Source: an optimization exercise on an open RTL-to-GDS flow (aim: small area, a short achievable clock period and few clock cycles). Production flows keep margins and buffers that such runs may drop.
At most, simulation tests tie the RTL to the original design; equivalence was not proved.
Power and IR drop assume default switching activity.

==> module vs_topk_core, before the edit <==
module vs_topk_core (
    input  logic          clk,
    input  logic          reset_n,
    input  logic          start,
    input  logic          mode,
    input  logic [11:0]   base_addr,
    input  logic [9:0]    vector_count,
    input  logic [7:0]    dim_words,
    output logic          mem_rd_en,
    output logic [11:0]   mem_addr,
    input  logic [63:0]   mem_data,
    output logic          busy,
    output logic          done,
    output logic [2:0]    topk_count,
    output logic [127:0]  topk_score,
    output logic [39:0]   topk_id
);
    logic        busy_q, done_q, rd_q, mode_q, first_q;
    logic [11:0] addr_q;
    logic [7:0]  dim_q, wcnt_q;
    logic [9:0]  vrem_q;
    wire accept = start & ~busy_q;
    wire empty  = (vector_count == 10'd0) | (dim_words == 8'd0);
    wire eov    = (wcnt_q == 8'd1);
    wire fin    = eov & (vrem_q == 10'd1);
    logic f1_q, f2_q, f3_q;
    logic l1_q, l2_q, l3_q, l4_q;
    logic z1_q, z2_q, z3_q, z4_q;
    logic        clr_q, empty_q;
    always_ff @(posedge clk) begin
        if (!reset_n) begin
            busy_q  <= 1'b0;
            done_q  <= 1'b0;
            rd_q    <= 1'b0;
            clr_q   <= 1'b0;
            empty_q <= 1'b0;
            l1_q <= 1'b0; l2_q <= 1'b0; l3_q <= 1'b0; l4_q <= 1'b0;
            z1_q <= 1'b0; z2_q <= 1'b0; z3_q <= 1'b0; z4_q <= 1'b0;
        end else begin
            clr_q   <= accept;
            empty_q <= accept & empty;
            done_q  <= empty_q | z4_q;
            busy_q  <= busy_q ? ~(empty_q | z4_q) : start;
            rd_q    <= rd_q ? ~fin : (accept & ~empty);
            l1_q <= rd_q & eov; l2_q <= l1_q; l3_q <= l2_q; l4_q <= l3_q;
            z1_q <= rd_q & fin; z2_q <= z1_q; z3_q <= z2_q; z4_q <= z3_q;
        end
    end
    logic ldn_q, dot_q;
    always_ff @(posedge clk) begin
        if (!reset_n) ldn_q <= 1'b1;
        else          ldn_q <= rd_q ? fin : ~(accept & ~empty);
    end
    always_ff @(posedge clk) begin
        first_q <= ~rd_q | eov;
        f1_q <= first_q; f2_q <= f1_q; f3_q <= f2_q;
        if (!busy_q) begin
            mode_q <= mode;
            dot_q  <= ~mode;
        end
        if (ldn_q) begin
            addr_q <= base_addr;
            dim_q  <= dim_words;
            wcnt_q <= dim_words;
            vrem_q <= vector_count;
        end else begin
            addr_q <= addr_q + 12'd1;
            if (eov) begin
                wcnt_q <= dim_q;
                vrem_q <= vrem_q - 10'd1;
            end else begin
                wcnt_q <= wcnt_q - 8'd1;
            end
        end
    end
    assign mem_rd_en = rd_q;
    assign mem_addr  = addr_q;
    assign busy      = busy_q;
    assign done      = done_q;
    logic [31:0] pp_p;
    logic [31:0] pp_q;
    logic [3:0]  pp_r;
    always_ff @(posedge clk) begin
        for (int l = 0; l < 4; l++) begin
            logic [7:0] a, b;
            logic [8:0] x;
            a = mem_data[16*l +: 8];
            b = mem_data[16*l+8 +: 8];
            x = {a[7], a} - {b[7], b};
            pp_p[8*l +: 8] <= mode_q ? x[8:1] : a;
            pp_q[8*l +: 8] <= mode_q ? x[8:1] : b;
            pp_r[l]        <= mode_q & x[0];
        end
    end
    logic [19:0] tr1, tr2;
    vs_tree u_tree (.pp_p(pp_p), .pp_q(pp_q), .pp_r(pp_r), .tr1(tr1), .tr2(tr2));
    logic [19:0] r1_q, r2_q;
    always_ff @(posedge clk) begin
        r1_q <= dot_q ? {2'b00, tr1[19:2]} : ~tr1;
        r2_q <= dot_q ? {2'b00, tr2[19:2]} : ~tr2;
    end
    logic [26:0] acc_q;
    wire  [26:0] acc_base = f3_q ? 27'd0 : acc_q;
    wire  [26:0] acc_k = dot_q ? 27'h7FE0200 : 27'h7E7F802;
    always_ff @(posedge clk)
        acc_q <= acc_base + {7'd0, r1_q} + {7'd0, r2_q} + acc_k;
    logic [9:0] idc_q;
    always_ff @(posedge clk)
        idc_q <= clr_q ? 10'd0 : idc_q + {9'd0, l4_q};
    vs_topk_insert u_insert (
        .clk        (clk),
        .clr        (clr_q),
        .ins_valid  (l4_q),
        .ins_score  (acc_q),
        .ins_id     (idc_q),
        .count      (topk_count),
        .score_flat (topk_score),
        .id_flat    (topk_id)
    );
endmodule
export LEC_CHECK = 0
export CAP_MARGIN = 20
export CORE_MARGIN = 2
export CORE_UTILIZATION = 40
export SLEW_MARGIN = 20
create_clock -name core_clock -period 15.0 [get_ports {clk}]
run.sh (not shown) runs the stock make flow with config.mk's settings and CLKGATE_MAP_FILE= SYNTH_SCRIPT=/design/flow/synth_recipe.tcl, a recipe that flattens the netlist after the stock synthesis.
Then changed:
--- a/flow/design.v
+++ b/flow/design.v
@@ -157,16 +157,18 @@
     logic [19:0] tr1, tr2;
     vs_tree u_tree (.pp_p(pp_p), .pp_q(pp_q), .pp_r(pp_r), .tr1(tr1), .tr2(tr2));
     logic [19:0] r1_q, r2_q;
     always_ff @(posedge clk) begin
-        r1_q <= dot_q ? {2'b00, tr1[19:2]} : ~tr1;
-        r2_q <= dot_q ? {2'b00, tr2[19:2]} : ~tr2;
+        r1_q <= tr1;
+        r2_q <= tr2;
     end
     logic [26:0] acc_q;
     wire  [26:0] acc_base = f3_q ? 27'd0 : acc_q;
-    wire  [26:0] acc_k = dot_q ? 27'h7FE0200 : 27'h7E7F802;
+    wire  [26:0] e1 = dot_q ? {9'd0, r1_q[19:2]} : ~{7'd0, r1_q};
+    wire  [26:0] e2 = dot_q ? {9'd0, r2_q[19:2]} : ~{7'd0, r2_q};
+    wire  [26:0] acc_k = dot_q ? 27'h7FE0200 : 27'd522242;
     always_ff @(posedge clk)
-        acc_q <= acc_base + {7'd0, r1_q} + {7'd0, r2_q} + acc_k;
+        acc_q <= acc_base + e1 + e2 + acc_k;
     logic [9:0] idc_q;
     always_ff @(posedge clk)
         idc_q <= clr_q ? 10'd0 : idc_q + {9'd0, l4_q};
     vs_topk_insert u_insert (
Outcome: The changed run completed without violations; sequential power goes up by about 4%; via count goes up by 2.3%; maximum frequency goes down by 9.0%; setup slack loses 0.49 ns; wire length goes up by 7.9%; hold slack loses 0.0059 ns.
No run of this note included a check of the RTL's function; only the layout flow was run.

vs_topk_core, a different RTL version from the one above (not shown whole).
Size in the first run: about 280 I/O pins, ~26000 um2 of cells after synthesis.
==> module vs_topk_insert, before the edit <==
module vs_topk_insert (
    input  logic               clk,
    input  logic               clr,
    input  logic               ins_valid,
    input  logic signed [26:0] ins_score,
    input  logic [9:0]         ins_id,
    output logic [2:0]         count,
    output logic [127:0]       score_flat,
    output logic [39:0]        id_flat
);
    logic signed [26:0] score_q [4];
    logic [9:0]         id_q    [4];
    logic [2:0]         count_q;
    logic [3:0]         take;
    wire signed [26:0] in_score = clr ? 27'sd0 : ins_score;
    wire [9:0]         in_id    = clr ? 10'd0  : ins_id;
    always_comb
        for (int i = 0; i < 4; i++)
            take[i] = (count_q <= 3'(i)) || (ins_score > score_q[i]);
    logic [3:0] sel_h, sel_s, sel_n;
    always_comb
        for (int i = 0; i < 4; i++) begin
            sel_s[i] = (i > 0) && !clr && ins_valid && take[(i > 0) ? i - 1 : 0];
            sel_n[i] = (clr || (ins_valid && take[i])) && !sel_s[i];
            sel_h[i] = !(clr || (ins_valid && take[i]));
        end
    always_ff @(posedge clk) begin
        if (!sel_h[0]) begin
            score_q[0] <= in_score;
            id_q[0]    <= in_id;
        end
        for (int i = 1; i < 4; i++) begin
            score_q[i] <= ({27{sel_h[i]}} & score_q[i])
                        | ({27{sel_s[i]}} & score_q[i - 1])
                        | ({27{sel_n[i]}} & in_score);
            id_q[i]    <= ({10{sel_h[i]}} & id_q[i])
                        | ({10{sel_s[i]}} & id_q[i - 1])
                        | ({10{sel_n[i]}} & in_id);
        end
        if (clr)
            count_q <= 3'd0;
        else if (ins_valid && count_q != 3'd4)
            count_q <= count_q + 3'd1;
    end
    always_comb
        for (int i = 0; i < 4; i++) begin
            score_flat[32*i +: 32] = {{5{score_q[i][26]}}, score_q[i]};
            id_flat[10*i +: 10]    = id_q[i];
        end
    assign count = count_q;
endmodule
Settings: LEC_CHECK=0, CAP_MARGIN=20, CORE_MARGIN=2, CORE_UTILIZATION=60, CTS_BUF_LIST=sky130_fd_sc_hd__clkbuf_8, CTS_CLUSTER_DIAMETER=100, CTS_CLUSTER_SIZE=12, SLEW_MARGIN=20; clock period 15.0 ns.
standard.sh (not shown) runs the stock make flow with config.mk's settings and CLKGATE_MAP_FILE= SYNTH_SCRIPT=/design/flow/synth_recipe.tcl, a recipe that flattens the netlist after the stock synthesis.
==> flow/flow/run.sh <==
#!/bin/bash
# Layout: the standard ORFS flow with three changes:
#  1. after the standard synthesis, flow/polarity.py removes inverters by
#     choosing the polarity of signals around full adders (self-dual), gates
#     with a complementary twin (and2/nand2, ...) and xor2/xnor2;
#     registers are untouched;
#  2. the port buffers inserted during placement are sky130_fd_sc_hd__buf_1
#     (buffer_ports' own choice is the slower, larger clkdlybuf4s50_1);
#  3. repair_timing is asked for 10.8 ns of setup slack at the 15 ns clock.
set -euo pipefail
WH=$(grep -o 'WORK_HOME=[^ ]*' standard.sh | head -1 | cut -d= -f2)
RES="$WH/results/sky130hd/vs_topk_core/base"
bash standard.sh synth > make_synth.log 2>&1
cp "$RES/1_2_yosys.v" yosys_standard.v
python3 flow/polarity.py yosys_standard.v "$RES/1_2_yosys.v" > polarity.log 2>&1
bash standard.sh do-1_synth > make_synth_odb.log 2>&1
bash standard.sh finish "BUFFER_PORTS_ARGS=-buffer_cell sky130_fd_sc_hd__buf_1" SETUP_SLACK_MARGIN=10.8 > make_finish.log 2>&1
Other scripts of this flow, unchanged in this note and not shown: flow/flow/polarity.py
Testbench counts at the start, summed over its fixed seeds: cycles 128,284.
Rerun with:
--- a/flow/design.v
+++ b/flow/design.v
@@ -35,27 +35,19 @@
     wire [9:0]         in_id    = clr ? 10'd0  : ins_id;
     always_comb
         for (int i = 0; i < 4; i++)
             take[i] = (count_q <= 3'(i)) || (ins_score > score_q[i]);
-    logic [3:0] sel_h, sel_s, sel_n;
-    always_comb
-        for (int i = 0; i < 4; i++) begin
-            sel_s[i] = (i > 0) && !clr && ins_valid && take[(i > 0) ? i - 1 : 0];
-            sel_n[i] = (clr || (ins_valid && take[i])) && !sel_s[i];
-            sel_h[i] = !(clr || (ins_valid && take[i]));
-        end
     always_ff @(posedge clk) begin
-        if (!sel_h[0]) begin
-            score_q[0] <= in_score;
-            id_q[0]    <= in_id;
-        end
-        for (int i = 1; i < 4; i++) begin
-            score_q[i] <= ({27{sel_h[i]}} & score_q[i])
-                        | ({27{sel_s[i]}} & score_q[i - 1])
-                        | ({27{sel_n[i]}} & in_score);
-            id_q[i]    <= ({10{sel_h[i]}} & id_q[i])
-                        | ({10{sel_s[i]}} & id_q[i - 1])
-                        | ({10{sel_n[i]}} & in_id);
+        for (int i = 0; i < 4; i++) begin
+            if (clr || (ins_valid && take[i])) begin
+                if (i > 0 && !clr && take[(i > 0) ? i - 1 : 0]) begin
+                    score_q[i] <= score_q[(i > 0) ? i - 1 : 0];
+                    id_q[i]    <= id_q[(i > 0) ? i - 1 : 0];
+                end else begin
+                    score_q[i] <= in_score;
+                    id_q[i]    <= in_id;
+                end
+            end
         end
         if (clr)
             count_q <= 3'd0;
         else if (ins_valid && count_q != 3'd4)
The changed run finished with timing, DRC and antenna clean. Wire length goes down by a few percent. Sequential share of layout area goes up by 2.2 points. Power goes up by a few percent. Register-to-register slack degrades by 0.04 ns. Synthesized cell count goes down by a few percent.
Testbench counts after the change, summed over its fixed seeds: cycles 128,284.

## separate check: timing with driven ports
The results above use ideal ports. As a check the final layouts listed here were re-extracted and re-timed, cells and wires unchanged. Step 1, drivers: a clkbuf_16 drives clk and a buf_2 each remaining input, both assumed. Step 2 moves the port delays by t, midway between the first and last clock arrival at a register: inputs arrive t later, outputs are due t later. That takes back most of the time a late clock gives input paths. a / b / c = no drivers / after step 1 / after step 2; a / b = the first two.
run	t (ns)	setup WS [ns]	slew at the worst register clock pin (ns)	worst data-port slew with drivers (ns)
the first run of note 1	0.625	9.982 / 9.982 / 9.607	0.06 / 0.06	0.05
the second run of note 1	0.639	9.487 / 9.487 / 9.431	0.06 / 0.06	0.07
the first run of note 2	0.680	10.749 / 10.692 / 10.195	0.10 / 0.10	0.06
the second run of note 2	0.669	10.693 / 10.636 / 10.229	0.11 / 0.11	0.07
After both steps setup and hold are still met in every run listed. The setup slack of the first run of note 2, which loses most, moves by -0.057 ns with the drivers and by -0.554 ns with both steps.
